Context: an optimization exercise on an open-source flow, tuned for a short achievable clock period and few clock cycles per item. The choices shown serve that exercise and are no tape-out recipe. Function was checked by simulation only, so behaviour that the tests miss may differ from the original. Power and IR drop assume default switching activity.

**design/flow/flow/fastroute.tcl**
```tcl
# Global routing layer capacities for this design: the platform's 0.2 on every layer left
# met1 and met2 crowded for the detailed router while met3-met5 stayed mostly free, so the
# lower layers are derated more and the upper ones carry more of the global routes.
set_global_routing_layer_adjustment met1 0.45
set_global_routing_layer_adjustment met2 0.35
set_global_routing_layer_adjustment met3-$::env(MAX_ROUTING_LAYER) 0.2

set_routing_layers -clock $::env(MIN_CLK_ROUTING_LAYER)-$::env(MAX_ROUTING_LAYER)
set_routing_layers -signal $::env(MIN_ROUTING_LAYER)-$::env(MAX_ROUTING_LAYER)
```
**design/flow/config.mk**
```make
export PLATFORM = sky130hd
export DESIGN_NAME = keyed_score_table
export DESIGN_NICKNAME = keyed_score_table
export VERILOG_FILES = /design/flow/design.v
export SDC_FILE = /design/flow/constraint.sdc
export NUM_CORES = 4
export LEC_CHECK = 0
export ABC_CLOCK_PERIOD_IN_PS = 3000
export CAP_MARGIN = 20
export CELL_PAD_IN_SITES_DETAIL_PLACEMENT = 1
export CELL_PAD_IN_SITES_GLOBAL_PLACEMENT = 1
export CORE_MARGIN = 2
export CORE_UTILIZATION = 35
export PLACE_DENSITY = 0.5
export SETUP_SLACK_MARGIN = 5
export SLEW_MARGIN = 20
```
**design/flow/standard.sh**
```bash
#!/bin/bash
# synth_recipe.tcl (not shown) runs the flow's synth.tcl, then flattens the netlist and writes it again
# the make line also repeats each setting of config.mk as NAME=value (left out here)
make -C /OpenROAD-flow-scripts/flow DESIGN_CONFIG=/design/flow/config.mk WORK_HOME=/design/flow/orfs CLKGATE_MAP_FILE= SYNTH_SCRIPT=/design/flow/synth_recipe.tcl "${@:-finish}"
```
**design/flow/flow/run.sh**
```bash
#!/bin/bash
# Layout flow: the standard layout (standard.sh: the standard synthesis and the ORFS
# steps unchanged), with
#  - global routing layer capacities of its own (flow/fastroute.tcl) that move routes from
#    met1/met2 to the upper layers, so that detailed routing converges.
# The SDC (clock, I/O delays, loads) is the standard flow's. Each tool's output stays in orfs/logs/;
# make's own output goes to flow_make.log.
set -euo pipefail
MARGIN=6.5
TNS=100
FR="$(pwd)/flow/fastroute.tcl"
sed -E "s#\"\\\$\\{@:-finish\\}\"#SETUP_SLACK_MARGIN=${MARGIN} TNS_END_PERCENT=${TNS} FASTROUTE_TCL=${FR} \"\${@:-finish}\"#" standard.sh > standard_tight.sh
grep -q "SETUP_SLACK_MARGIN=${MARGIN} " standard_tight.sh
bash standard_tight.sh > flow_make.log 2>&1
```
**design/flow/design.v**
```verilog
`timescale 1ns / 1ps
package kst_pkg;
    localparam int MAX_PLAYERS = 16;
    localparam int IDX_W       = $clog2(MAX_PLAYERS);
    localparam int CNT_W       = $clog2(MAX_PLAYERS + 1);
    localparam int SUM_W       = 32 + IDX_W;
    localparam int RB_N        = 16;
    localparam int RB_W        = $clog2(RB_N);
    localparam int NSNAP       = 2;
    localparam logic [2:0] OP_CLEAR  = 3'd0;
    localparam logic [2:0] OP_ADD    = 3'd1;
    localparam logic [2:0] OP_UPDATE = 3'd2;
    localparam logic [2:0] OP_MAX    = 3'd3;
    localparam logic [2:0] OP_REMOVE = 3'd4;
    localparam logic [2:0] OP_SORT   = 3'd5;
    localparam logic [2:0] OP_AVG    = 3'd6;
    localparam logic [2:0] OP_NONE   = 3'd7;
    localparam logic [1:0] ST_OK       = 2'd0;
    localparam logic [1:0] ST_EMPTY    = 2'd1;
    localparam logic [1:0] ST_NOTFOUND = 2'd2;
    localparam logic [1:0] ST_FULL     = 2'd3;
endpackage
`timescale 1ns / 1ps
import kst_pkg::*;
module kst_divider #(
    parameter int TAG_W = 5,
    parameter int NDU   = 4
) (
    input  logic              clk,
    input  logic              rst_n,
    output logic              avail,
    input  logic              start,
    input  logic [TAG_W-1:0]  start_tag,
    input  logic [CNT_W-1:0]  start_n,
    input  logic [SUM_W-1:0]  load_sum,
    output logic              out_v,
    output logic [31:0]       out_q,
    output logic [TAG_W-1:0]  out_tag
);
    localparam int NIT = 8;
    localparam int RW  = CNT_W - 1;                 
    localparam int MW  = 9;                         
    logic [NDU-1:0]       busy, ld, run, done, sel;
    logic [NDU*3-1:0]     k;
    logic [NDU*32-1:0]    x;           
    logic [NDU*RW-1:0]    r;
    logic [NDU*8*MW-1:0]  odd;         
    logic [NDU-1:0]       neg;
    logic [NDU*TAG_W-1:0] tag;
    logic [SUM_W-1:0]     mag;
    logic [NDU*32-1:0]    x_nx;
    logic [NDU*RW-1:0]    r_nx;
    logic [8*MW-1:0]      odd_new;
    assign avail = !(&busy);
    assign mag   = load_sum[SUM_W-1] ? -load_sum : load_sum;
    always_comb
    begin
        sel = '0;
        for (int u = NDU - 1; u >= 0; u--)
            if (!busy[u])
                sel = NDU'(1) << u;
        for (int m = 0; m < 8; m++)
            odd_new[m*MW +: MW] = MW'(start_n) * MW'(2 * m + 1);
    end
    always_comb
    begin : p_step
        logic [MW-1:0]  mult [16];
        logic [MW:0]    d    [16];
        logic [7:0]     t;
        logic [3:0]     q;
        logic [RW-1:0]  rr;
        for (int u = 0; u < NDU; u++)
        begin
            mult[0] = '0;
            for (int m = 1; m < 16; m++)
            begin
                if (m % 2 == 1)
                    mult[m] = odd[(u*8 + m/2)*MW +: MW];
                else if (m % 4 == 2)
                    mult[m] = odd[(u*8 + m/4)*MW +: MW] << 1;
                else if (m % 8 == 4)
                    mult[m] = odd[(u*8 + m/8)*MW +: MW] << 2;
                else
                    mult[m] = odd[(u*8)*MW +: MW] << 3;
            end
            t  = {r[u*RW +: RW], x[u*32+28 +: 4]};
            q  = '0;
            rr = RW'(t);
            for (int m = 0; m < 16; m++)
                d[m] = {2'b00, t} - {1'b0, mult[m]};
            for (int m = 1; m < 16; m++)
                if (!d[m][MW])
                begin
                    q  = 4'(m);
                    rr = RW'(d[m]);
                end
            x_nx[u*32 +: 32] = {x[u*32 +: 28], q};
            r_nx[u*RW +: RW] = rr;
        end
    end
    always_ff @(posedge clk or negedge rst_n)
    begin
        if (!rst_n)
        begin
            busy <= '0;
            ld   <= '0;
            run  <= '0;
            done <= '0;
        end
        else
        begin
            for (int u = 0; u < NDU; u++)
            begin
                if (start && sel[u])
                begin
                    busy[u] <= 1'b1;
                    ld[u]   <= 1'b1;
                end
                else if (ld[u])
                begin
                    ld[u]  <= 1'b0;
                    run[u] <= 1'b1;
                end
                else if (run[u])
                begin
                    if (k[u*3 +: 3] == 3'(NIT - 1))
                    begin
                        run[u]  <= 1'b0;
                        done[u] <= 1'b1;
                    end
                end
                else if (done[u])
                begin
                    done[u] <= 1'b0;
                    busy[u] <= 1'b0;
                end
            end
        end
    end
    always_ff @(posedge clk)
    begin
        for (int u = 0; u < NDU; u++)
        begin
            if (start && sel[u])
            begin
                tag[u*TAG_W +: TAG_W] <= start_tag;
                odd[u*8*MW +: 8*MW]   <= odd_new;
            end
            if (ld[u])
            begin
                x[u*32 +: 32]   <= mag[31:0];
                r[u*RW +: RW]   <= mag[SUM_W-1:32];
                neg[u]          <= load_sum[SUM_W-1];
                k[u*3 +: 3]     <= '0;
            end
            else if (run[u])
            begin
                x[u*32 +: 32]   <= x_nx[u*32 +: 32];
                r[u*RW +: RW]   <= r_nx[u*RW +: RW];
                k[u*3 +: 3]     <= k[u*3 +: 3] + 1'b1;
            end
        end
    end
    always_comb
    begin
        out_v   = |done;
        out_q   = '0;
        out_tag = '0;
        for (int u = 0; u < NDU; u++)
            if (done[u])
            begin
                out_q   = out_q | (neg[u] ? -x[u*32 +: 32] : x[u*32 +: 32]);
                out_tag = out_tag | tag[u*TAG_W +: TAG_W];
            end
    end
endmodule
`timescale 1ns / 1ps
import kst_pkg::*;
module keyed_score_table_core
(
    input  logic        clk,
    input  logic        rst_n,
    input  logic        in_valid,
    output logic        in_ready,
    input  logic [2:0]  in_op,
    input  logic [31:0] in_id,
    input  logic [31:0] in_sc,
    output logic        out_valid,
    input  logic        out_ready,
    output logic [1:0]  out_status,
    output logic [31:0] out_id,
    output logic [31:0] out_score,
    output logic        out_last
);
    localparam int N   = MAX_PLAYERS;
    localparam int D   = RB_N;
    localparam int PW  = RB_W + 1;
    localparam int RW  = 68;                  
    localparam int NP  = N * (N - 1) / 2;     
    localparam int NS  = NSNAP;
    localparam int SB  = $clog2(NS);
    function automatic int pair(int i, int j);
        pair = i * N - i * (i + 1) / 2 + (j - i - 1);
    endfunction
    logic        s_v, a_v;
    logic [2:0]  s_op, a_op;
    logic [31:0] s_id, a_id, s_sc, a_sc;
    logic        a_fire;
    logic        a_take;
    logic [31:0] a_id_nx;
    logic        s_v_nx;
    logic        inr_q;               
    assign a_take   = !a_v || a_fire;
    assign a_id_nx  = !a_take ? a_id : s_v ? s_id : in_id;
    assign s_v_nx   = !a_take && (s_v || in_valid);
    assign in_ready = inr_q;
    always_ff @(posedge clk or negedge rst_n)
    begin
        if (!rst_n)
        begin
            s_v   <= 1'b0;
            a_v   <= 1'b0;
        end
        else
        begin
            s_v   <= s_v_nx;
            if (a_take)
                a_v <= s_v || in_valid;
        end
    end
    always_ff @(posedge clk)
        inr_q <= !rst_n || !s_v_nx;
    always_ff @(posedge clk)
    begin
        if (!s_v)
        begin
            s_op <= in_op;
            s_id <= in_id;
            s_sc <= in_sc;
        end
        if (a_take)
        begin
            a_op <= s_v ? s_op : in_op;
            a_sc <= s_v ? s_sc : in_sc;
        end
        a_id <= a_id_nx;
    end
    logic [N*32-1:0]  tid, tsc;
    logic [N-1:0]     tv;           
    logic [CNT_W-1:0] cnt;
    logic [NP-1:0]    q_ord;        
    logic             sp1, sp2;     
    logic             space_ok;     
    logic             div_avail;
    logic             snap_avail;
    logic [PW-1:0]    wptr, rptr;
    logic             empty, full;
    logic [N-1:0]     fsel;         
    logic             all_below;
    logic [N-1:0]     m, th;
    logic             found;
    logic [N-1:0]     eq_r;         
    logic             eqa_r;        
    logic             add_r;        
    logic [N-1:0]     fsel_r;
    logic [N-1:0]     meq;
    function automatic logic precedes(logic [NP-1:0] q, int j, int k);
        precedes = (j < k) ? q[pair(j < k ? j : k, j < k ? k : j)]
                         : !q[pair(j < k ? j : k, j < k ? k : j)];
    endfunction
    assign a_fire = a_v && !sp1 && space_ok
                    && (a_op != OP_AVG || div_avail)
                    && (a_op != OP_SORT || snap_avail);
    assign empty  = cnt == '0;
    assign full   = cnt[CNT_W-1];
    always_comb
    begin
        all_below = 1'b1;
        for (int k = 0; k < N; k++)
        begin
            fsel[k]   = !tv[k] && all_below;
            all_below = all_below && tv[k];
        end
        for (int k = 0; k < N; k++)
            meq[k] = (add_r && fsel_r[k]) ? eqa_r : eq_r[k];
        m = tv & meq;
        for (int k = 0; k < N; k++)
        begin
            th[k] = m[k];
            for (int j = 0; j < N; j++)
                if (j != k && m[j] && precedes(q_ord, j, k))
                    th[k] = 1'b0;
        end
        found = |m;
    end
    logic f_clr, f_add, f_upd, f_rem, f_max, f_avg, f_sort, f_res;
    logic go_upd, go_rem;
    logic [1:0] f_status;
    always_comb
    begin
        f_clr  = a_fire && a_op == OP_CLEAR;
        f_add  = a_fire && a_op == OP_ADD && !full;
        go_upd = a_fire && a_op == OP_UPDATE;
        go_rem = a_fire && a_op == OP_REMOVE;
        f_upd  = go_upd && found;
        f_rem  = go_rem && found;
        f_max  = a_fire && a_op == OP_MAX && !empty;
        f_avg  = a_fire && a_op == OP_AVG && !empty;
        f_sort = a_fire && a_op == OP_SORT && !empty;
        f_res  = a_fire && a_op != OP_NONE;
        f_status = ST_OK;
        if (a_op == OP_ADD && full)
            f_status = ST_FULL;
        else if (a_op != OP_CLEAR && a_op != OP_ADD && empty)
            f_status = ST_EMPTY;
        else if ((a_op == OP_UPDATE || a_op == OP_REMOVE) && !found)
            f_status = ST_NOTFOUND;
    end
    logic [31:0] in_id_nx;
    assign in_id_nx = s_v ? s_id : in_id;
    always_ff @(posedge clk)
    begin
        for (int k = 0; k < N; k++)
            eq_r[k] <= a_take ? tid[k*32 +: 32] == in_id_nx : tid[k*32 +: 32] == a_id;
        eqa_r  <= !a_take || a_id == in_id_nx;
        fsel_r <= fsel;
    end
    logic [NP-1:0]   lt_q;          
    logic [NP-1:0]   eq_q;          
    logic [NP-1:0]   q_sorted;      
    always_ff @(posedge clk)
    begin
        for (int a = 0; a < N; a++)
            for (int b = a + 1; b < N; b++)
            begin
                lt_q[pair(a, b)] <= $signed(tsc[b*32 +: 32]) < $signed(tsc[a*32 +: 32]);
                eq_q[pair(a, b)] <= tsc[b*32 +: 32] == tsc[a*32 +: 32];
            end
    end
    always_comb
    begin
        for (int a = 0; a < N; a++)
            for (int b = a + 1; b < N; b++)
                q_sorted[pair(a, b)] = !lt_q[pair(a, b)] && (!eq_q[pair(a, b)] || q_ord[pair(a, b)]);
    end
    always_ff @(posedge clk)
    begin
        for (int k = 0; k < N; k++)
        begin
            if (f_add && fsel[k])
            begin
                tid[k*32 +: 32] <= a_id;
                tsc[k*32 +: 32] <= a_sc;
            end
            else if (go_upd && th[k])
                tsc[k*32 +: 32] <= a_sc;
        end
        for (int a = 0; a < N; a++)
            for (int b = a + 1; b < N; b++)
            begin
                if (sp1)
                    q_ord[pair(a, b)] <= q_sorted[pair(a, b)];
                else if (f_add && fsel[a])
                    q_ord[pair(a, b)] <= 1'b1;
                else if (f_add && fsel[b])
                    q_ord[pair(a, b)] <= 1'b0;
            end
    end
    always_ff @(posedge clk or negedge rst_n)
    begin
        if (!rst_n)
        begin
            tv    <= '0;
            cnt   <= '0;
            sp1   <= 1'b0;
            sp2   <= 1'b0;
            add_r <= 1'b0;
        end
        else
        begin
            sp1   <= f_sort;
            sp2   <= sp1;
            add_r <= f_add;
            if (f_clr)
            begin
                tv  <= '0;
                cnt <= '0;
            end
            else if (f_add)
            begin
                tv  <= tv | fsel;
                cnt <= cnt + 1'b1;
            end
            else if (f_rem)
            begin
                tv  <= tv & ~th;
                cnt <= cnt - 1'b1;
            end
        end
    end
    logic [NS-1:0]      snap_busy;
    logic [NS-1:0]      snap_sel;
    logic [SB-1:0]      snap_new;
    logic [NS*N*32-1:0] sn_id, sn_sc;
    logic [NS*N*4-1:0]  sn_rank;
    logic [NS*N-1:0]    sn_v;
    logic [SB-1:0]      so_b;         
    logic [RB_W-1:0]    so_t;
    logic [N*8-1:0]     half_q;       
    logic               snap_rel;     
    logic [SB-1:0]      snap_rel_b;
    assign snap_avail = !(&snap_busy);
    always_comb
    begin
        snap_sel = '0;
        snap_new = '0;
        for (int b = NS - 1; b >= 0; b--)
            if (!snap_busy[b])
            begin
                snap_sel = NS'(1) << b;
                snap_new = SB'(b);
            end
    end
    function automatic logic [3:0] popcount8(logic [7:0] v);
        logic [1:0] c2 [4];
        logic [2:0] c4 [2];
        for (int i = 0; i < 4; i++)
            c2[i] = {1'b0, v[2*i]} + {1'b0, v[2*i+1]};
        for (int i = 0; i < 2; i++)
            c4[i] = {1'b0, c2[2*i]} + {1'b0, c2[2*i+1]};
        popcount8 = {1'b0, c4[0]} + {1'b0, c4[1]};
    endfunction
    always_ff @(posedge clk)
    begin : p_rank
        logic [15:0] v;
        for (int k = 0; k < N; k++)
        begin
            v = '0;
            for (int j = 0; j < N; j++)
                if (j != k)
                    v[j] = tv[j] && precedes(q_sorted, j, k);
            half_q[k*8 +: 8] <= {popcount8(v[15:8]), popcount8(v[7:0])};
        end
        if (f_sort)
        begin
            so_b <= snap_new;
            so_t <= wptr[RB_W-1:0];
        end
        for (int b = 0; b < NS; b++)
        begin
            if (!snap_busy[b])
            begin
                sn_id[b*N*32 +: N*32] <= tid;
                sn_sc[b*N*32 +: N*32] <= tsc;
                sn_v[b*N +: N]        <= tv;
            end
            if (sp2 && so_b == SB'(b))
                for (int k = 0; k < N; k++)
                    sn_rank[(b*N + k)*4 +: 4] <= half_q[k*8 +: 4] + half_q[k*8+4 +: 4];
        end
    end
    always_ff @(posedge clk or negedge rst_n)
    begin
        if (!rst_n)
            snap_busy <= '0;
        else
            for (int b = 0; b < NS; b++)
            begin
                if (f_sort && snap_sel[b])
                    snap_busy[b] <= 1'b1;
                else if (snap_rel && snap_rel_b == SB'(b))
                    snap_busy[b] <= 1'b0;
            end
    end
    logic               x_v;
    logic [RB_W-1:0]    x_t;
    logic [N-1:0]       win;
    logic [31:0]        mx_id, mx_sc;
    always_comb
    begin : p_win
        logic gt, eq;
        for (int k = 0; k < N; k++)
        begin
            win[k] = tv[k];
            for (int j = 0; j < N; j++)
            begin
                gt = 1'b0;
                eq = 1'b0;
                if (j < k)
                begin
                    gt = lt_q[pair(j < k ? j : k, j < k ? k : j)];
                    eq = eq_q[pair(j < k ? j : k, j < k ? k : j)];
                end
                else if (j > k)
                begin
                    gt = !lt_q[pair(j < k ? j : k, j < k ? k : j)]
                         && !eq_q[pair(j < k ? j : k, j < k ? k : j)];
                    eq = eq_q[pair(j < k ? j : k, j < k ? k : j)];
                end
                if (j != k && tv[j] && (gt || (eq && precedes(q_ord, j, k))))
                    win[k] = 1'b0;
            end
        end
        mx_id = '0;
        mx_sc = '0;
        for (int k = 0; k < N; k++)
            if (win[k])
            begin
                mx_id = mx_id | tid[k*32 +: 32];
                mx_sc = mx_sc | tsc[k*32 +: 32];
            end
    end
    always_ff @(posedge clk or negedge rst_n)
    begin
        if (!rst_n)
            x_v <= 1'b0;
        else
            x_v <= f_max;
    end
    always_ff @(posedge clk)
        x_t <= wptr[RB_W-1:0];
    logic [31:0]      old_sc;
    logic             d_clr;
    logic [31:0]      d_add, d_sub;
    logic [SUM_W-1:0] sum_q;
    logic             dv_v;
    logic [31:0]      dv_q;
    logic [RB_W-1:0]  dv_t;
    always_comb
    begin
        old_sc = '0;
        for (int k = 0; k < N; k++)
            if (th[k])
                old_sc = old_sc | tsc[k*32 +: 32];
    end
    always_ff @(posedge clk or negedge rst_n)
    begin
        if (!rst_n)
        begin
            d_clr <= 1'b0;
            d_add <= '0;
            d_sub <= '0;
            sum_q <= '0;
        end
        else
        begin
            d_clr <= f_clr;
            d_add <= (f_add || f_upd) ? a_sc : 32'd0;
            d_sub <= (go_upd || go_rem) ? old_sc : 32'd0;
            sum_q <= (d_clr ? SUM_W'(0) : sum_q) + SUM_W'($signed(d_add)) - SUM_W'($signed(d_sub));
        end
    end
    kst_divider #(.TAG_W(RB_W), .NDU(4)) u_div (
        .clk(clk), .rst_n(rst_n),
        .avail(div_avail),
        .start(f_avg), .start_tag(wptr[RB_W-1:0]), .start_n(cnt),
        .load_sum(sum_q),
        .out_v(dv_v), .out_q(dv_q), .out_tag(dv_t)
    );
    logic [D*RW-1:0]  slot;
    logic [D-1:0]     rdy;
    logic [D-1:0]     hsel;         
    logic [3:0]       emit;         
    logic             ov;           
    logic             ovn;          
    logic [66:0]      od;           
    logic [66:0]      odn;          
    logic [66:0]      od_nx;
    logic             rd_fire, pop;
    logic             head_rdy;
    logic [RW-1:0]    head_d;
    logic             head_sort, head_last;
    logic [SB-1:0]    head_b;
    logic [66:0]      emit_d;
    logic [PW-1:0]    wptr_nx;
    logic [PW-1:0]    occ_nx;
    logic [NS*64-1:0] sn_rec;       
    logic [NS*N-1:0]  e1h;          
    logic [3:0]       emit_nx;
    always_comb
    begin
        head_rdy = |(hsel & rdy);
        head_d   = '0;
        for (int j = 0; j < D; j++)
            if (hsel[j])
                head_d = head_d | slot[j*RW +: RW];
        head_sort = head_d[67];
        head_b    = head_d[33 +: SB];
        head_last = !head_sort || emit == 4'(head_d[1 +: 4] - 4'd1);
        sn_rec = '0;
        for (int b = 0; b < NS; b++)
            for (int k = 0; k < N; k++)
                if (e1h[b*N + k])
                    sn_rec[b*64 +: 64] = sn_rec[b*64 +: 64]
                                       | {sn_id[(b*N + k)*32 +: 32], sn_sc[(b*N + k)*32 +: 32]};
        emit_d = {ST_OK, sn_rec[head_b*64 +: 64], head_last};
    end
    assign rd_fire    = (ovn || out_ready) && head_rdy;
    assign pop        = rd_fire && head_last;
    assign occ_nx     = wptr_nx - rptr;       
    assign emit_nx    = pop ? 4'd0 : rd_fire ? emit + 1'b1 : emit;
    always_ff @(posedge clk)
    begin : p_e1h
        logic [3:0] rk;
        for (int b = 0; b < NS; b++)
            for (int k = 0; k < N; k++)
            begin
                rk = (sp2 && so_b == SB'(b)) ? half_q[k*8 +: 4] + half_q[k*8+4 +: 4]
                                             : sn_rank[(b*N + k)*4 +: 4];
                e1h[b*N + k] <= sn_v[b*N + k] && rk == emit_nx;
            end
    end
    assign snap_rel   = pop && head_sort;
    assign snap_rel_b = head_b;
    always_comb
    begin
        wptr_nx = wptr;
        if (f_res)
            wptr_nx = wptr + 1'b1;
    end
    always_ff @(posedge clk or negedge rst_n)
    begin
        if (!rst_n)
        begin
            wptr     <= '0;
            rptr     <= '0;
            hsel     <= D'(1);
            emit     <= '0;
            space_ok <= 1'b1;
            ovn      <= 1'b1;
        end
        else
        begin
            wptr <= wptr_nx;
            if (pop)
            begin
                rptr <= rptr + 1'b1;
                hsel <= {hsel[D-2:0], hsel[D-1]};
                emit <= '0;
            end
            else if (rd_fire)
                emit <= emit + 1'b1;
            space_ok <= occ_nx < PW'(D);
            if (ovn || out_ready)
                ovn <= !head_rdy;
        end
    end
    assign od_nx = head_sort ? emit_d : head_d[66:0];
    always_ff @(posedge clk)
    begin
        ov <= rst_n && ((ovn || out_ready) ? head_rdy : !ovn);
        od <= rd_fire ? od_nx : ~odn;
        if (rd_fire)
            odn <= ~od_nx;
    end
    always_ff @(posedge clk or negedge rst_n)
    begin
        if (!rst_n)
            rdy <= '0;
        else
        begin
            for (int j = 0; j < D; j++)
            begin
                if ((f_res && !f_max && !f_avg && !f_sort && wptr[RB_W-1:0] == RB_W'(j))
                    || (sp2 && so_t == RB_W'(j))
                    || (x_v && x_t == RB_W'(j))
                    || (dv_v && dv_t == RB_W'(j)))
                    rdy[j] <= 1'b1;
                else if (pop && hsel[j])
                    rdy[j] <= 1'b0;
            end
        end
    end
    always_ff @(posedge clk)
    begin
        for (int j = 0; j < D; j++)
        begin
            if (f_res && wptr[RB_W-1:0] == RB_W'(j))
                slot[j*RW +: RW] <= f_sort ? {1'b1, ST_OK, 32'(snap_new), 27'd0, cnt, 1'b0}
                                           : {1'b0, f_status, 32'd0, 32'd0, 1'b1};
            else if (x_v && x_t == RB_W'(j))
                slot[j*RW +: RW] <= {1'b0, ST_OK, mx_id, mx_sc, 1'b1};
            else if (dv_v && dv_t == RB_W'(j))
                slot[j*RW +: RW] <= {1'b0, ST_OK, 32'd0, dv_q, 1'b1};
        end
    end
    assign out_valid  = ov;
    assign out_status = od[66:65];
    assign out_id     = od[64:33];
    assign out_score  = od[32:1];
    assign out_last   = od[0];
endmodule
`timescale 1ns / 1ps
module keyed_score_table (
    input  logic        clk,
    input  logic        rst_n,
    input  logic        in_valid,
    output logic        in_ready,
    input  logic [2:0]  in_op,
    input  logic [31:0] in_player_id,
    input  logic [31:0] in_score,
    output logic        out_valid,
    input  logic        out_ready,
    output logic [1:0]  out_status,
    output logic [31:0] out_id,
    output logic [31:0] out_score,
    output logic        out_last
);
    keyed_score_table_core u_core (
        .clk(clk), .rst_n(rst_n),
        .in_valid(in_valid), .in_ready(in_ready),
        .in_op(in_op), .in_id(in_player_id), .in_sc(in_score),
        .out_valid(out_valid), .out_ready(out_ready),
        .out_status(out_status), .out_id(out_id), .out_score(out_score),
        .out_last(out_last)
    );
endmodule
```
**design/flow/constraint.sdc**
```tcl
create_clock -name core_clock -period 10.0 [get_ports {clk}]
set_input_delay 2.0000 -clock core_clock [delete_from_list [all_inputs] [get_ports {clk}]]
set_output_delay 2.0000 -clock core_clock [all_outputs]
set_load 0.01 [all_outputs]
```
==> metrics.log, run 1 <==
[metrics] Port Buf Inserts: 139
[metrics] CTS H-tree depth: 6
[metrics] source of the worst register-to-register timing path: u_core.e1h[8]$_DFF_P_
[metrics] post-detailed-route wirelength per cell: 56.3 um
[metrics] number of max-capacitance violations reported: 5
[metrics] Blocking Checks: capacitance limit, slew limit
[metrics] initial antenna violation count: 620
[metrics] maximum fanout count along the critical path: 17
[metrics] dominant combinational cell family by area after synthesis: adder cells
[metrics] Worst Path Required: 10980 ps
[metrics] Max Buffers Root-to-Sink: 5
[metrics] final setup TNS: 0 ps
[metrics] Top-Level Pins: 140
[metrics] slowest library cell on the worst path: sky130_fd_sc_hd__nand4_1
[metrics] endpoint type of the worst setup path: register
[metrics] Post-Place Cells: 42241
[metrics] type of the worst setup path: register to register
[metrics] Compound-Gate Fraction of Synth Area: 16.3%
[metrics] RSZ-0062 raised after global routing: yes
[metrics] Critical path origin: u_core.e1h[8]$_DFF_P_
[metrics] overall die area: 961000 um^2
[metrics] sequential-to-total area share from yosys stat: 48.9%
[metrics] Slew Limit Fails: 39
[metrics] Final Wtd Congestion: 1.12
[metrics] CP most frequent cell: sky130_fd_sc_hd__a221oi_2
[metrics] switching part of the total: 43.3%
[metrics] drt pass-1 iters: 6
[metrics] Mapped Cells: 28948
[metrics] clock group share of total power: 24.0%
[metrics] YS warnings: 70
[metrics] hold crit path type: register to register
[metrics] number of sinks on the clock net: 5694
[metrics] all-layer global routing usage: 63.7%
[metrics] clock root buffer: sky130_fd_sc_hd__clkbuf_16
[metrics] summed instance area of the synthesized netlist: 334000 um^2
[metrics] Skew-Pair Late Insertion Delay: 1210 ps
[metrics] fin crit period: 4250 ps
[metrics] transition at the pin with the smallest max-transition slack: 1650 ps
[metrics] Initial Util: 35.1%
[metrics] most frequent standard cell in the layout excluding fill and tap cells: sky130_fd_sc_hd__edfxtp_1
[metrics] nets: 37750
[metrics] commonest non-fill, non-tap cells in the layout: sky130_fd_sc_hd__edfxtp_1, sky130_fd_sc_hd__ha_1, sky130_fd_sc_hd__buf_4, sky130_fd_sc_hd__a21oi_1, sky130_fd_sc_hd__nand2_1
[metrics] Post-synth ARST share: 3.41%
[metrics] setup slack after layout: 5750 ps
[metrics] final clock period utilization by the worst path: 42.5%
[metrics] simple-gate share of the synthesized area: 10.3%
[metrics] # setup viols final: 0
[metrics] delay of the slowest cell on the worst path: 1310 ps
[metrics] Leak: 177 nW
[metrics] Post-Syn Area per Cell: 11.5 um^2
[metrics] number of cell instances on the worst register-to-register path: 7
[metrics] Worst path top cell family by delay: simple AND/OR/NAND/NOR gates
[metrics] pin count of the biggest net entering global routing: 155
[metrics] number of synthesized flops with an enable pin: 4803
[metrics] PD cells: 237 nW/um^2
[metrics] Critical Path AT: 5230 ps
[metrics] total global routing overflow: 0
[metrics] peak supply drop: 0.318 mV
[metrics] horizontal die dimension: 980 um
[metrics] final standard cell count with taps included and fillers excluded: 47550
[metrics] worst flop-to-flop path endpoint: u_core.od[18]$_DFF_P_
[metrics] violation count after the first detailed-route iteration: 30294
[metrics] Worst Skew: 189 ps
[metrics] nature of the critical path startpoint: register
[metrics] count of state elements after synthesis: 5694
[metrics] first-pass GRT wire length: 3320 mm
[metrics] sequential cell fraction of total power: 32.9%
[metrics] mux cell area share after synthesis: 1.62%
[metrics] net count after synthesis: 33587
[metrics] upper clock frequency limit: 235 MHz
[metrics] number of global-route vias before repair: 315329
[metrics] share of synthesized cell area in full adder, half adder and majority cells: 17.6%
[metrics] Area Growth Syn to Fin: 34.7%
[metrics] fraction of power consumed by combinational cells: 43.1%
[metrics] number of distinct library cells after synthesis: 103
[metrics] run status: failed layout checks
[metrics] fraction of layout cells with a size suffix above 1: 28.3%
[metrics] r2r setup slk: 5750 ps
[metrics] vias per inst: 6.77
[metrics] critical path capture point: u_core.od[18]$_DFF_P_
[metrics] clock slew seen by the registers of the worst setup and hold paths: 60 ps
[metrics] tightest slew margin relative to the limit: -10.4%
[metrics] half-perimeter wire length after detailed placement: 1800 mm
[metrics] CTS tree: yes
[metrics] cell row count: 358
[metrics] DRC Markers: 0
[metrics] dominant synthesized flop cell: sky130_fd_sc_hd__edfxtp_1
[metrics] number of buffers inserted during clock tree synthesis: 675
[metrics] Chip Height: 980 um
[metrics] Via Count: 321862
[metrics] pre-CTS setup slack: 4220 ps
[metrics] switching power: 0.0461 W
[metrics] Crit. path cell count: 7
[metrics] count of nets left with antenna violations after detail routing: 0
[metrics] cell breakdown of the critical path: buf_12, a22o_1, a221oi_2, nand4_1, and3_1, a221oi_2, mux2i_1
[metrics] post-detailed-routing wire length: 2680 mm
[metrics] post-synthesis xor/xnor area fraction: 2.54%
[metrics] internal cell power: 0.0604 W
[metrics] Final Hold Viols: 0
[metrics] Worst Path Buf+Inv: 1
[metrics] area inside the core boundary: 950000 um^2
[registers in the layout, summed over array words and instances (netlist names), 36 cells and up]
name / count
u_core.tsc: 512
u_core.odn: 67
u_core.tid: 512
u_core.u_div.x: 128
u_core.sn_rank: 128
u_core.slot: 1088
u_core.lt_q: 120
u_core.sn_id: 1024
u_core.od: 67
u_core.sn_sc: 1024
u_core.u_div.odd: 188
u_core.q_ord: 120
u_core.eq_q: 120
u_core.sum_q: 36
u_core.half_q: 112
[synth_stat cells (679+ instances only)]
master / n / area (um^2)
sky130_fd_sc_hd__nand2_1: 1579 / 5930
sky130_fd_sc_hd__a22o_1: 818 / 7160
sky130_fd_sc_hd__nor2_1: 1683 / 6320
sky130_fd_sc_hd__a21oi_1: 1886 / 9440
sky130_fd_sc_hd__xnor2_1: 679 / 5950
sky130_fd_sc_hd__edfxtp_1: 4803 / 144000
sky130_fd_sc_hd__a22oi_1: 850 / 6380
sky130_fd_sc_hd__a21o_1: 898 / 6740
sky130_fd_sc_hd__ha_1: 4349 / 54400
sky130_fd_sc_hd__nand4_1: 1065 / 6660
sky130_fd_sc_hd__a221oi_1: 831 / 7280
sky130_fd_sc_hd__clkbuf_1: 859 / 3220
sky130_fd_sc_hd__inv_1: 1238 / 4650
sky130_fd_sc_hd__o21ai_0: 1112 / 5570
sky130_fd_sc_hd__dfxtp_1: 697 / 14000
[routing by layer]
metal,vias up,routed length (um),global-route usage [%]
li1,122418,-,-
met1,158768,855000,70.8
met4,572,329000,55.3
met2,29231,928000,75.9
met5,-,32000,27.4
met3,10873,533000,53.6
[power by group through the flow]
stage               logic, W  clock network (W)  registers [W]
CTS                   0.0394             0.0255         0.0348
global route          0.0462             0.0263         0.0352
finish                0.0459             0.0256         0.0351
floorplan             0.0137                  0         0.0344
global placement      0.0309                  0         0.0354
detailed placement    0.0313                  0         0.0355
[worst reg2reg max path, stage by stage (launching register included)]
cell and delay [ps]:
sky130_fd_sc_hd__dfxtp_4 460, sky130_fd_sc_hd__buf_12 690, sky130_fd_sc_hd__a22o_1 240, sky130_fd_sc_hd__a221oi_2 270, sky130_fd_sc_hd__nand4_1 1310, sky130_fd_sc_hd__and3_1 760, sky130_fd_sc_hd__a221oi_2 260, sky130_fd_sc_hd__mux2i_1 120
[through the flow]
stage               area (um^2)  hold WS (ps)  power [W]  utilization (%)
global route             448000           419      0.108             47.2
finish                   450000           387      0.107             47.3
detailed placement       363000           411     0.0669             38.2
CTS                      423000           391     0.0997             44.5
global placement         362000           409     0.0662             38.1
floorplan                334000           352     0.0481                -
[worst min path at each step]
stage / startpoint / endpoint / slack (ps) / cells past startpoint
2_1_floorplan: u_core.sp1$_DFF_PN0_ / u_core.sp2$_DFF_PN0_ / 350 / 0
3_3_place_gp: u_core.odn[62]$_DFFE_PP_ / u_core.od[62]$_DFF_P_ / 410 / 1
3_5_place_dp: u_core.odn[42]$_DFFE_PP_ / u_core.od[42]$_DFF_P_ / 410 / 1
4_1_cts: u_core.odn[53]$_DFFE_PP_ / u_core.od[53]$_DFF_P_ / 390 / 1
5_1_grt: u_core.odn[18]$_DFFE_PP_ / u_core.od[18]$_DFF_P_ / 420 / 1
6_report: u_core.odn[16]$_DFFE_PP_ / u_core.od[16]$_DFF_P_ / 390 / 1
[area by class of cell]
cell class | count | area [um^2]
inverter | 1251 | 5580
clock buffer | 878 | 18300
fill | 97375 | 501000
antenna | 1290 | 3230
multi-input combinational | 20862 | 185000
sequential | 5694 | 164000
tap | 12600 | 15800
timing repair buffer | 4627 | 54600
clock inverter | 348 | 3510
[repair_timing]
action | in CTS | in global routing
resized for setup | 4683 | 2963
endpoints found under the setup margin | 4553 | 2704
setup buffers | 1660 | 908
hold endpoints to repair | 0 | 0
gates cloned | 152 | 50
hold buffers | 0 | 0
pin swaps | 950 | 1144
[kinds of logic (layout without fill, tap and decap cells)]
family | Yosys count | after routing
xor gates and xnor gates | 966 | 966
AOI/OAI and AO/OA | 7900 | 7900
adders and majority gates | 4569 | 4569
other | 0 | 1290
muxes | 518 | 520
DFF | 5694 | 5694
and+or+nand+nor | 6895 | 6907
buffers and inverters | 2406 | 7104
Testbench counts, summed over its fixed seeds: cycles 5,196, items 3,200.
==> run 2: changes to the inputs <==
--- a/design/flow/design.v
+++ b/design/flow/design.v
@@ -562,4 +562,7 @@
     logic [D-1:0]     hsel;         
     logic [3:0]       emit;         
+    logic             pv;           
+    logic [66:0]      pd;
+    logic             o_take;       
     logic             ov;           
     logic             ovn;          
@@ -596,5 +599,6 @@
         emit_d = {ST_OK, sn_rec[head_b*64 +: 64], head_last};
     end
-    assign rd_fire    = (ovn || out_ready) && head_rdy;
+    assign o_take     = ovn || out_ready;
+    assign rd_fire    = (!pv || o_take) && head_rdy;
     assign pop        = rd_fire && head_last;
     assign occ_nx     = wptr_nx - rptr;       
@@ -628,4 +632,5 @@
             emit     <= '0;
             space_ok <= 1'b1;
+            pv       <= 1'b0;
             ovn      <= 1'b1;
         end
@@ -642,6 +647,8 @@
                 emit <= emit + 1'b1;
             space_ok <= occ_nx < PW'(D);
-            if (ovn || out_ready)
-                ovn <= !head_rdy;
+            if (!pv || o_take)
+                pv <= head_rdy;
+            if (o_take)
+                ovn <= !pv;
         end
     end
@@ -649,8 +656,10 @@
     always_ff @(posedge clk)
     begin
-        ov <= rst_n && ((ovn || out_ready) ? head_rdy : !ovn);
-        od <= rd_fire ? od_nx : ~odn;
         if (rd_fire)
-            odn <= ~od_nx;
+            pd <= od_nx;
+        ov <= rst_n && (o_take ? pv : !ovn);
+        od <= o_take ? pd : ~odn;
+        if (o_take)
+            odn <= ~pd;
     end
     always_ff @(posedge clk or negedge rst_n)
==> metrics.log, run 2 <==
[metrics] run status: failed layout checks
[metrics] Blocking Checks: capacitance limit, slew limit
[metrics] hold_buf cts: 0
[metrics] clock slew seen by the registers of the worst setup and hold paths: 60 ps
[metrics] RSZ-0062 raised after global routing: yes
[metrics] fillers: 99136
[metrics] Max Buffers Root-to-Sink: 5
[metrics] area used by multi-input combinational logic: 181000 um^2
[metrics] slowest library cell on the worst path: sky130_fd_sc_hd__o21ai_4
[metrics] tightest slew margin relative to the limit: -9.32%
[metrics] violation count after the first detailed-route iteration: 28269
[metrics] count of nets left with antenna violations after detail routing: 0
[metrics] nature of the critical path startpoint: register
[metrics] Final Wtd Congestion: 1.09
[metrics] number of global-route vias before repair: 308979
[metrics] pre-CTS setup slack: 3940 ps
[metrics] number of buffers inserted during clock tree synthesis: 691
[metrics] clock root buffer: sky130_fd_sc_hd__clkbuf_16
[metrics] Leak: 171 nW
[metrics] initial antenna violation count: 495
[metrics] Initial Util: 35.0%
[metrics] CTS tree: yes
[metrics] endpoint type of the worst setup path: register
[metrics] Post-Syn Area per Cell: 11.5 um^2
[metrics] YS warnings: 70
[metrics] commonest non-fill, non-tap cells in the layout: sky130_fd_sc_hd__edfxtp_1, sky130_fd_sc_hd__ha_1, sky130_fd_sc_hd__buf_4, sky130_fd_sc_hd__a21oi_1, sky130_fd_sc_hd__nand2_1
[metrics] Worst Path Required: 10920 ps
[metrics] overall die area: 968000 um^2
[metrics] post-synthesis xor/xnor area fraction: 2.55%
[metrics] Critical Path AT: 5130 ps
[metrics] cell breakdown of the critical path: buf_16, buf_16, mux2_4, xor2_4, nor4_4, nand4_1, o21ai_4
[metrics] # setup viols final: 0
[metrics] number of max-capacitance violations reported: 3
[metrics] all-layer global routing usage: 59.8%
[metrics] summed instance area of the synthesized netlist: 336000 um^2
[metrics] first-pass GRT wire length: 3160 mm
[metrics] setup slack after layout: 5800 ps
[metrics] horizontal die dimension: 984 um
[metrics] number of distinct library cells after synthesis: 101
[metrics] Power Total: 0.0521 W
[metrics] CP most frequent cell: sky130_fd_sc_hd__buf_16
[metrics] most area-hungry cell type in the Yosys netlist: sky130_fd_sc_hd__edfxtp_1
[metrics] Area Growth Syn to Fin: 31.0%
[metrics] final clock period utilization by the worst path: 42.0%
[metrics] delay of the slowest cell on the worst path: 1160 ps
[metrics] fraction of layout cells with a size suffix above 1: 25.2%
[metrics] transition at the pin with the smallest max-transition slack: 1630 ps
[metrics] Chip Height: 984 um
[metrics] dominant combinational cell family by area after synthesis: adder cells
[metrics] half-perimeter wire length after detailed placement: 1710 mm
[metrics] Post-synth ARST share: 3.38%
[metrics] leading cell type by number of instances after synthesis: sky130_fd_sc_hd__edfxtp_1
[metrics] peak supply drop: 0.175 mV
[metrics] Top-Level Pins: 140
[metrics] Via Count: 312686
[metrics] Slew Limit Fails: 13
[metrics] Compound-Gate Fraction of Synth Area: 16.1%
[metrics] dominant cells by area after synthesis: sky130_fd_sc_hd__edfxtp_1, sky130_fd_sc_hd__ha_1, sky130_fd_sc_hd__dfxtp_1, sky130_fd_sc_hd__a21oi_1, sky130_fd_sc_hd__a22oi_1
[metrics] number of sinks on the clock net: 5762
[metrics] nets: 37413
[metrics] number of flip-flops in the largest register: 1088
[metrics] Final Hold Slack: 426 ps
[metrics] post-detailed-route wirelength per cell: 53.8 um
[metrics] count of state elements after synthesis: 5762
[metrics] top cells by count, synth: sky130_fd_sc_hd__edfxtp_1, sky130_fd_sc_hd__ha_1, sky130_fd_sc_hd__a21oi_1
[metrics] fin crit period: 4200 ps
[metrics] mux cell area share after synthesis: 1.32%
[metrics] Skew-Pair Late Insertion Delay: 1180 ps
[metrics] upper clock frequency limit: 238 MHz
[metrics] PD cells: 118 nW/um^2
[metrics] maximum fanout count along the critical path: 10
[metrics] post-detailed-routing wire length: 2530 mm
[metrics] type of the worst setup path: register to register
[metrics] Port Buf Inserts: 139
[metrics] total global routing overflow: 0
[metrics] sequential-to-total area share from yosys stat: 49.1%
[metrics] area inside the core boundary: 959000 um^2
[metrics] net count after synthesis: 33842
[metrics] final setup TNS: 0 ps
[metrics] most frequent standard cell in the layout excluding fill and tap cells: sky130_fd_sc_hd__edfxtp_1
[metrics] area share of the largest cell type after synthesis: 43.5%
[metrics] share of synthesized cell area in full adder, half adder and majority cells: 17.5%
[metrics] Final Hold Viols: 0
[metrics] cell row count: 360
[metrics] largest reg by FF count: u_core.slot
[metrics] combined flip-flop and latch cell area: 166000 um^2
[metrics] pin count of the biggest net entering global routing: 164
[metrics] simple-gate share of the synthesized area: 10.5%
[metrics] dominant synthesized flop cell: sky130_fd_sc_hd__edfxtp_1
[metrics] biggest registers after layout: u_core.slot x1088, u_core.sn_id x1024, u_core.sn_sc x1024
[metrics] drt pass-1 iters: 9
[metrics] number of synthesized flops with an enable pin: 4870
[metrics] CTS H-tree depth: 6
[metrics] Worst Skew: 156 ps
[metrics] Mapped Cells: 29203
[metrics] hold crit path type: register to register
[metrics] vias per inst: 6.65
[metrics] DRC Markers: 0
## run 2: cell count changes after synthesis, moves of 73 or more
cell / before / now
sky130_fd_sc_hd__nand3_1: 484 / 717
sky130_fd_sc_hd__o21ai_0: 1112 / 1026
sky130_fd_sc_hd__a22o_1: 818 / 722
sky130_fd_sc_hd__a221oi_1: 831 / 723
sky130_fd_sc_hd__inv_1: 1238 / 1328
sky130_fd_sc_hd__nor2_1: 1683 / 1774
sky130_fd_sc_hd__a22oi_1: 850 / 1060
sky130_fd_sc_hd__nand4_1: 1065 / 983
sky130_fd_sc_hd__mux2i_1: 351 / 245
sky130_fd_sc_hd__xnor2_1: 679 / 844
sky130_fd_sc_hd__nor2b_1: 525 / 452
sky130_fd_sc_hd__xor2_1: 287 / 134
## run 2: worst paths after layout
path / startpoint / to / slack [ps] / cells after the start
max: u_core.s_v$_DFF_PN0_ / u_core.eqa_r$_DFF_P_ / 5800 / 7
min: u_core.odn[24]$_DFFE_PN_ / u_core.od[24]$_DFF_P_ / 430 / 1
max reg2reg: u_core.s_v$_DFF_PN0_ / u_core.eqa_r$_DFF_P_ / 5800 / 7
min reg2reg: u_core.odn[24]$_DFFE_PN_ / u_core.od[24]$_DFF_P_ / 430 / 1
max in group asynchronous: rst_n / u_core.d_sub[23]$_DFF_PN0_ / 7660 / 2
min in group asynchronous: rst_n / u_core.u_div.run[3]$_DFFE_PN0N_ / 900 / 1
## run 2: final cells by class
| cell class | instances | share of cell area (%) |
|---|---|---|
| Sequential cell | 5762 | 37.6 |
| Multi-Input combinational cell | 20939 | 41.1 |
| Clock buffer | 914 | 4.30 |
| Timing Repair inverter | 2 | 0.00625 |
| Timing Repair Buffer | 4040 | 10.7 |
| Clock inverter | 339 | 0.796 |
| Inverter | 1338 | 1.30 |
| Antenna cell | 994 | 0.565 |
| Tap cell | 12670 | 3.60 |
## run 2: cells by family (layout without fill, tap and decap cells)
kind of cell	after synthesis	in the layout
buffers and inverters	2512	6633
other	0	994
and+or+nand+nor	7099	7108
DFF	5762	5762
AOI/OAI and AO/OA	7863	7864
muxes	421	421
adders and majority gates	4568	4568
xor gates and xnor gates	978	978
## run 2: routing by layer
layer | up-vias | track usage [%] | part of all wire, %
li1 | 121713 | - | -
met1 | 155160 | 70.4 | 33
met2 | 25895 | 73.7 | 36
met3 | 9442 | 46.1 | 19
met4 | 476 | 48.8 | 11
met5 | - | 22.2 | 1.1
## run 2: per-stage QoR
step / utilization, % / cells / cell area, um^2
global route: 45.8 / 46619 / 439000
global placement: 37.9 / 42537 / 364000
detailed placement: 38.0 / 42554 / 364000
floorplan: - / 29203 / 336000
finish: 45.9 / 46998 / 440000
CTS: 43.7 / 45332 / 419000
## run 2: report_power, final
| part | internal [W] | leakage (nW) | switching, W |
|---|---|---|---|
| combinational | 0.0000789 | 111 | 0.000182 |
| sequential | 0.0257 | 48.7 | 0.00000869 |
| clock | 0.0147 | 11.0 | 0.0114 |
## run 2: repair_timing
action | 4_1_cts | 5_1_grt
pin swaps | 732 | 916
endpoints found under the setup margin | 4345 | 2565
gates resized for setup | 3803 | 2628
cloned | 149 | 55
setup buffers | 1376 | 611
## run 2: critical path, delay by kind of cell (launching register included)
kind,cells,cell delay (ps)
AOI/OAI and AO/OA,1,1160
xor gates and xnor gates,1,220
buffers and inverters,2,380
DFF,1,580
muxes,1,440
and+or+nand+nor,2,1080
Testbench counts of run 2, summed over its fixed seeds: cycles 5,204, items 3,200.
==> run 3: changes to the inputs <==
--- a/design/flow/config.mk
+++ b/design/flow/config.mk
@@ -7,5 +7,5 @@
 export LEC_CHECK = 0
 export ABC_CLOCK_PERIOD_IN_PS = 3000
-export CAP_MARGIN = 20
+export CAP_MARGIN = 40
 export CELL_PAD_IN_SITES_DETAIL_PLACEMENT = 1
 export CELL_PAD_IN_SITES_GLOBAL_PLACEMENT = 1
@@ -14,3 +14,3 @@
 export PLACE_DENSITY = 0.5
 export SETUP_SLACK_MARGIN = 5
-export SLEW_MARGIN = 20
+export SLEW_MARGIN = 40
==> metrics.log, run 3 <==
[metrics] run status: finished clean
[metrics] clock root buffer: sky130_fd_sc_hd__clkbuf_16
[metrics] total global routing overflow: 0
[metrics] half-perimeter wire length after detailed placement: 1720 mm
[metrics] pre-CTS setup slack: 3950 ps
[metrics] dominant cells by area after synthesis: sky130_fd_sc_hd__edfxtp_1, sky130_fd_sc_hd__ha_1, sky130_fd_sc_hd__dfxtp_1, sky130_fd_sc_hd__a21oi_1, sky130_fd_sc_hd__a22oi_1
[metrics] count of nets left with antenna violations after detail routing: 0
[metrics] tightest slew margin relative to the limit: 22.5%
[metrics] Final Hold Viols: 0
[metrics] YS warnings: 70
[metrics] commonest non-fill, non-tap cells in the layout: sky130_fd_sc_hd__edfxtp_1, sky130_fd_sc_hd__ha_1, sky130_fd_sc_hd__buf_4, sky130_fd_sc_hd__a21oi_1, sky130_fd_sc_hd__nand2_1
[metrics] vias per inst: 6.66
[metrics] Port Buf Inserts: 139
[metrics] Critical Path AT: 4880 ps
[metrics] combined flip-flop and latch cell area: 166000 um^2
[metrics] fillers: 99323
[metrics] hold crit path type: register to register
[metrics] all-layer global routing usage: 59.4%
[metrics] Chip Height: 984 um
[metrics] Skew-Pair Late Insertion Delay: 1170 ps
[metrics] final clock period utilization by the worst path: 40.2%
[metrics] Post-synth ARST share: 3.38%
[metrics] clock slew seen by the registers of the worst setup and hold paths: 70 ps
[metrics] post-synthesis xor/xnor area fraction: 2.55%
[metrics] dominant synthesized flop cell: sky130_fd_sc_hd__edfxtp_1
[metrics] initial antenna violation count: 488
[metrics] upper clock frequency limit: 249 MHz
[metrics] number of sinks on the clock net: 5762
[metrics] Post-Syn Area per Cell: 11.5 um^2
[metrics] violation count after the first detailed-route iteration: 27501
[metrics] dominant combinational cell family by area after synthesis: adder cells
[metrics] type of the worst setup path: register to register
[metrics] Max Buffers Root-to-Sink: 5
[metrics] count of state elements after synthesis: 5762
[metrics] cell row count: 360
[metrics] sequential-to-total area share from yosys stat: 49.1%
[metrics] first-pass GRT wire length: 3140 mm
[metrics] Slew Limit Fails: 0
[metrics] maximum fanout count along the critical path: 26
[metrics] transition at the pin with the smallest max-transition slack: 1160 ps
[metrics] drt pass-1 iters: 7
[metrics] Area Growth Syn to Fin: 30.3%
[metrics] top cells by count, synth: sky130_fd_sc_hd__edfxtp_1, sky130_fd_sc_hd__ha_1, sky130_fd_sc_hd__a21oi_1
[metrics] Final Hold Slack: 428 ps
[metrics] DRC Markers: 0
[metrics] number of max-capacitance violations reported: 0
[metrics] post-detailed-route wirelength per cell: 53.7 um
[metrics] fin crit period: 4020 ps
[metrics] Final Wtd Congestion: 1.09
[metrics] number of synthesized flops with an enable pin: 4870
[metrics] Mapped Cells: 29203
[metrics] post-detailed-routing wire length: 2520 mm
[metrics] pin count of the biggest net entering global routing: 153
[metrics] Worst Path Required: 10860 ps
[metrics] number of flip-flops in the largest register: 1088
[metrics] r2r setup slk: 5980 ps
[metrics] mux cell area share after synthesis: 1.32%
[metrics] most frequent standard cell in the layout excluding fill and tap cells: sky130_fd_sc_hd__edfxtp_1
[metrics] Worst Skew: 127 ps
[metrics] horizontal die dimension: 984 um
[metrics] biggest registers after layout: u_core.slot x1088, u_core.sn_id x1024, u_core.sn_sc x1024
[metrics] endpoint type of the worst setup path: register
[metrics] final core utilization: 45.7%
[metrics] Via Count: 312694
[metrics] Power Total: 0.0519 W
[metrics] nets: 37377
[metrics] CTS H-tree depth: 6
[metrics] setup slack after layout: 5980 ps
[metrics] share of synthesized cell area in full adder, half adder and majority cells: 17.5%
[metrics] RSZ-0062 raised after global routing: yes
[metrics] net count after synthesis: 33842
[metrics] simple-gate share of the synthesized area: 10.5%
[metrics] PD cells: 119 nW/um^2
[metrics] area used by multi-input combinational logic: 179000 um^2
[metrics] number of buffers inserted during clock tree synthesis: 680
[metrics] Compound-Gate Fraction of Synth Area: 16.1%
[metrics] Leak: 170 nW
[metrics] Initial Util: 35.0%
[metrics] CTS tree: yes
[metrics] leading cell type by number of instances after synthesis: sky130_fd_sc_hd__edfxtp_1
[metrics] Top-Level Pins: 140
[metrics] # setup viols final: 0
[metrics] fraction of layout cells with a size suffix above 1: 24.7%
[metrics] largest reg by FF count: u_core.slot
[metrics] hold_buf cts: 0
[metrics] most area-hungry cell type in the Yosys netlist: sky130_fd_sc_hd__edfxtp_1
[metrics] overall die area: 968000 um^2
[metrics] area share of the largest cell type after synthesis: 43.5%
[metrics] number of distinct library cells after synthesis: 101
[metrics] nature of the critical path startpoint: register
[metrics] area inside the core boundary: 959000 um^2
[metrics] summed instance area of the synthesized netlist: 336000 um^2
[metrics] number of global-route vias before repair: 307372
[metrics] peak supply drop: 0.165 mV
[metrics] final setup TNS: 0 ps
-- run 3: cell counts after synthesis --
Identical to the previous run, type by type.
-- run 3: cells by family after synthesis --
kind of cell               after synthesis
AOI/OAI and AO/OA                     7863
and+or+nand+nor                       7099
DFF                                   5762
adders and majority gates             4568
buffers and inverters                 2512
xor gates and xnor gates               978
muxes                                  421
-- run 3: per-stage QoR --
step | area [um^2] | cells
after floorplan | 336000 | 29203
after global placement | 364000 | 42537
after detailed placement | 367000 | 42625
after CTS | 416000 | 45174
after global routing | 437000 | 46576
final | 438000 | 46955
-- run 3: final cells by class --
type / count / share of cell area [%]
multi-input combinational: 20937 / 41.0
sequential: 5762 / 37.8
timing repair buffer: 4018 / 10.7
clock buffer: 884 / 4.23
tap: 12670 / 3.62
inverter: 1338 / 1.32
clock inverter: 353 / 0.835
antenna: 992 / 0.567
timing repair inverter: 1 / 0.00200
-- run 3: worst paths after layout --
path,startpoint,to,cells past startpoint
worst max-delay path,u_core.tv[8]$_DFFE_PN0P_,u_core.slot[573]$_SDFFCE_PP0P_,12
worst min-delay path,u_core.odn[24]$_DFFE_PN_,u_core.od[24]$_DFF_P_,1
worst max register to register,u_core.tv[8]$_DFFE_PN0P_,u_core.slot[573]$_SDFFCE_PP0P_,12
worst min register to register,u_core.odn[24]$_DFFE_PN_,u_core.od[24]$_DFF_P_,1
max in group asynchronous,rst_n,u_core.d_sub[18]$_DFF_PN0_,3
min in group asynchronous,rst_n,u_core.cnt[1]$_DFFE_PN0P_,1
-- run 3: repair_timing --
action,4_1_cts,5_1_grt
buffers inserted,1187,692
resized for setup,3219,2476
cloned,125,77
setup endpoints to repair,4260,2795
pin swaps,514,837
-- run 3: report_power, final --
part	total, W	internal (W)	leakage [nW]	switching, W
registers	0.0257	0.0257	48.7	0.00000858
logic	0.000264	0.0000796	111	0.000184
clock network	0.0260	0.0145	10.9	0.0115
-- run 3: critical path: stages (launching register included) --
cell	delay, ps
sky130_fd_sc_hd__dfrtp_1	460
sky130_fd_sc_hd__buf_6	380
sky130_fd_sc_hd__a22oi_1	170
sky130_fd_sc_hd__nand4_1	300
sky130_fd_sc_hd__nor2_4	80
sky130_fd_sc_hd__buf_12	170
sky130_fd_sc_hd__buf_16	230
sky130_fd_sc_hd__a221oi_2	390
sky130_fd_sc_hd__nand4_1	660
sky130_fd_sc_hd__buf_8	440
sky130_fd_sc_hd__clkbuf_16	210
sky130_fd_sc_hd__nor2_2	100
sky130_fd_sc_hd__a211oi_2	40
-- run 3: per-layer routing --
metal	vias to the layer above	wire, um	part of all wire [%]	GRT usage, %
li1	121577	-	-	-
met1	155386	833000	33	70.0
met2	25749	898000	36	72.6
met5	-	24900	0.99	21.8
met4	524	279000	11	48.7
met3	9458	486000	19	46.0
==> run 4: changes to the inputs <==
--- a/design/flow/config.mk
+++ b/design/flow/config.mk
@@ -7,5 +7,5 @@
 export LEC_CHECK = 0
 export ABC_CLOCK_PERIOD_IN_PS = 3000
-export CAP_MARGIN = 40
+export CAP_MARGIN = 60
 export CELL_PAD_IN_SITES_DETAIL_PLACEMENT = 1
 export CELL_PAD_IN_SITES_GLOBAL_PLACEMENT = 1
@@ -14,3 +14,3 @@
 export PLACE_DENSITY = 0.5
 export SETUP_SLACK_MARGIN = 5
-export SLEW_MARGIN = 40
+export SLEW_MARGIN = 60
==> metrics.log, run 4 <==
[metrics] Post-synth ARST share: 3.38%
[metrics] number of distinct library cells after synthesis: 101
[metrics] internal cell power: 0.0403 W
[metrics] critical path capture point: u_core.slot[437]$_SDFFCE_PP0P_
[metrics] total global routing overflow: 0
[metrics] type of the worst setup path: register to register
[metrics] post-detailed-routing wire length: 2520 mm
[metrics] final clock period utilization by the worst path: 40.9%
[metrics] Final Wtd Congestion: 1.09
[metrics] count of nets left with antenna violations after detail routing: 0
[metrics] CTS H-tree depth: 6
[metrics] cell breakdown of the critical path: a21oi_1, o22ai_2, a211oi_4, and4_4, buf_12, buf_16, a22o_1, a221oi_4, nand4_1, buf_6, buf_12, buf_16, nor2_4, a211oi_2
[metrics] slowest library cell on the worst path: sky130_fd_sc_hd__a211oi_4
[metrics] number of buffers inserted during clock tree synthesis: 687
[metrics] nets: 37858
[metrics] all-layer global routing usage: 59.3%
[metrics] transition at the pin with the smallest max-transition slack: 950 ps
[metrics] vias per inst: 6.62
[metrics] number of global-route vias before repair: 309584
[metrics] half-perimeter wire length after detailed placement: 1740 mm
[metrics] fin crit period: 4090 ps
[metrics] overall die area: 968000 um^2
[metrics] Chip Height: 984 um
[metrics] worst flop-to-flop path endpoint: u_core.slot[437]$_SDFFCE_PP0P_
[metrics] tightest slew margin relative to the limit: 36.7%
[metrics] cell row count: 360
[metrics] Critical path origin: u_core.q_ord[94]$_DFFE_PP_
[metrics] upper clock frequency limit: 244 MHz
[metrics] Worst Path Required: 10980 ps
[metrics] clock root buffer: sky130_fd_sc_hd__clkbuf_16
[metrics] Critical Path AT: 5070 ps
[metrics] number of max-capacitance violations reported: 0
[metrics] fraction of layout cells with a size suffix above 1: 27.5%
[metrics] first-pass GRT wire length: 3140 mm
[metrics] PD cells: 115 nW/um^2
[metrics] Via Count: 312941
[metrics] Worst path top cell family by delay: compound AO/OA/AOI/OAI gates
[metrics] delay of the slowest cell on the worst path: 530 ps
[metrics] most area-hungry cell type in the Yosys netlist: sky130_fd_sc_hd__edfxtp_1
[metrics] post-detailed-route wirelength per cell: 53.3 um
[metrics] pin count of the biggest net entering global routing: 93
[metrics] Leak: 175 nW
[metrics] leading cell type by number of instances after synthesis: sky130_fd_sc_hd__edfxtp_1
[metrics] drt pass-1 iters: 8
[metrics] dominant cells by area after synthesis: sky130_fd_sc_hd__edfxtp_1, sky130_fd_sc_hd__ha_1, sky130_fd_sc_hd__dfxtp_1, sky130_fd_sc_hd__a21oi_1, sky130_fd_sc_hd__a22oi_1
[metrics] most frequent standard cell in the layout excluding fill and tap cells: sky130_fd_sc_hd__edfxtp_1
[metrics] Worst Skew: 162 ps
[metrics] number of sinks on the clock net: 5762
[metrics] top cells by count, synth: sky130_fd_sc_hd__edfxtp_1, sky130_fd_sc_hd__ha_1, sky130_fd_sc_hd__a21oi_1
[metrics] number of flip-flops in the largest register: 1088
[metrics] Final Hold Slack: 419 ps
[metrics] fraction of power consumed by combinational cells: 0.5%
[metrics] endpoint type of the worst setup path: register
[metrics] Mapped Cells: 29203
[metrics] number of cell instances on the worst register-to-register path: 14
[metrics] total cell area at the placement stage: 376000 um^2
[metrics] run status: finished clean
[metrics] biggest registers after layout: u_core.slot x1088, u_core.sn_id x1024, u_core.sn_sc x1024
[metrics] clock slew seen by the registers of the worst setup and hold paths: 70 ps
[metrics] sequential cell fraction of total power: 49.5%
[metrics] sequential-to-total area share from yosys stat: 49.1%
[metrics] switching part of the total: 22.4%
[metrics] Port Buf Inserts: 139
[metrics] Skew-Pair Late Insertion Delay: 1170 ps
[metrics] maximum fanout count along the critical path: 8
[metrics] switching power: 0.0116 W
[metrics] Slew Limit Fails: 0
[metrics] net count after synthesis: 33842
[metrics] area inside the core boundary: 959000 um^2
[metrics] Initial Util: 35.0%
[metrics] number of synthesized flops with an enable pin: 4870
[metrics] Final Hold Viols: 0
[metrics] peak supply drop: 0.154 mV
[metrics] largest reg by FF count: u_core.slot
[metrics] Worst Hold Path Cells: 0
[metrics] Top-Level Pins: 140
[metrics] dominant synthesized flop cell: sky130_fd_sc_hd__edfxtp_1
[metrics] nature of the critical path startpoint: register
[metrics] initial antenna violation count: 435
[metrics] YS warnings: 70
[metrics] Crit. path cell count: 14
[metrics] summed instance area of the synthesized netlist: 336000 um^2
[metrics] violation count after the first detailed-route iteration: 27859
[metrics] # setup viols final: 0
[metrics] Worst Path Buf+Inv: 5
[metrics] final setup TNS: 0 ps
[metrics] area share of the largest cell type after synthesis: 43.5%
[metrics] hold crit path type: register to register
[metrics] Post-Syn Area per Cell: 11.5 um^2
[metrics] post-route cell area: 450000 um^2
[metrics] Area Growth Syn to Fin: 34.0%
[metrics] Max Buffers Root-to-Sink: 5
[metrics] RSZ-0062 raised after global routing: yes
[metrics] source of the worst register-to-register timing path: u_core.q_ord[94]$_DFFE_PP_
[metrics] commonest non-fill, non-tap cells in the layout: sky130_fd_sc_hd__edfxtp_1, sky130_fd_sc_hd__ha_1, sky130_fd_sc_hd__buf_4, sky130_fd_sc_hd__a21oi_1, sky130_fd_sc_hd__nand2_1
[metrics] horizontal die dimension: 984 um
[metrics] final core utilization: 47.0%
[metrics] count of state elements after synthesis: 5762
[metrics] DRC Markers: 0
[metrics] r2r setup slk: 5910 ps
[metrics] CTS tree: yes
[metrics] clock group share of total power: 50.0%
run 4: kinds of logic after synthesis:
group                    after synthesis  share of synthesized area, %
multiplexers                         421                          1.32
buffers and inverters               2512                          2.89
adder cells (fa/ha/maj)             4568                          17.5
AO/OA/AOI/OAI                       7863                          16.1
flip-flops                          5762                          49.1
AND/OR/NAND/NOR                     7099                          10.5
XOR/XNOR                             978                          2.55
run 4: what timing repair did:
item,in CTS,in global routing
resized for setup,3134,2792
buffers inserted,1086,756
hold buffers,0,0
pin swaps,682,1063
setup endpoints to repair,3519,2360
cloned,155,77
run 4: worst min path at each step:
stage | startpoint | endpoint | slack, ps
final | u_core.tsc[351]$_DFFE_PP_ | u_core.sn_sc[351]$_DFFE_PN_ | 420
after detailed placement | u_core.pv$_DFFE_PN0P_ | u_core.ovn$_DFFE_PN1N_ | 410
after floorplan | u_core.sp1$_DFF_PN0_ | u_core.sp2$_DFF_PN0_ | 350
after global placement | u_core.pv$_DFFE_PN0P_ | u_core.ovn$_DFFE_PN1N_ | 410
after CTS | u_core.tsc[351]$_DFFE_PP_ | u_core.sn_sc[351]$_DFFE_PN_ | 410
after global routing | u_core.pv$_DFFE_PN0P_ | u_core.ovn$_DFFE_PN1N_ | 440
run 4: per-stage QoR:
step           total power [W]  worst slack [ps]  cells
2_1_floorplan           0.0263             -6470  29203
3_3_place_gp            0.0264              3950  42537
3_5_place_dp            0.0264              4830  43046
4_1_cts                 0.0519              6170  45545
5_1_grt                 0.0527              6020  46946
6_report                0.0519              5910  47270
run 4: area by class of cell:
cell class	instances	area [um^2]
multi-input combinational	20936	184000
clock buffer	920	18900
inverter	1338	5700
tap	12670	15900
timing repair buffer	4492	54700
antenna	812	2030
clock inverter	338	3420
timing repair inverter	2	25.0
fill	98266	509000
sequential	5762	166000
run 4: per-layer routing:
layer  global-route usage (%)  share of wire (%)  vias to the layer above  routed length, um
met4                     47.7                 11                      530             283000
met2                     73.3                 35                    25496             892000
met5                     20.9                1.2                        -              31300
met3                     45.5                 19                     9651             484000
li1                         -                  -                   122413                  -
met1                     70.2                 33                   154851             828000
run 4: power by group through the flow:
stage | clock (W) | sequential, W | combinational (W)
2_1_floorplan | 0 | 0.0262 | 0.0000561
3_3_place_gp | 0 | 0.0262 | 0.000211
3_5_place_dp | 0 | 0.0262 | 0.000221
4_1_cts | 0.0260 | 0.0257 | 0.000224
5_1_grt | 0.0267 | 0.0257 | 0.000234
6_report | 0.0260 | 0.0257 | 0.000237

[separate check: timing with driven ports]
Ports are ideal in the flow. The routed layouts listed here were re-timed in OpenROAD. Step 1, drivers: a clkbuf_16 drives clk and a buf_2 each remaining input, both assumed. Step 2 times the ports against the registers' clock, not the clock port: input delays grow and output delays shrink by t, the midpoint of the rising clock arrivals with the driver on. Slacks: ideal ports / drivers / drivers and shift; pairs: ideal ports / drivers.
run	t, ns	slack for setup (ns)	worst data-port slew with drivers (ns)
run 1	1.309	5.747 / 5.747 / 5.019	0.13
run 2	1.273	5.795 / 5.795 / 4.728	0.06
run 3	1.296	5.979 / 5.979 / 5.155	0.07
run 4	1.276	5.908 / 5.908 / 5.201	0.06
The setup slack of run 2, which loses most, moves by 0.000 ns with the drivers and by -1.067 ns with both steps.
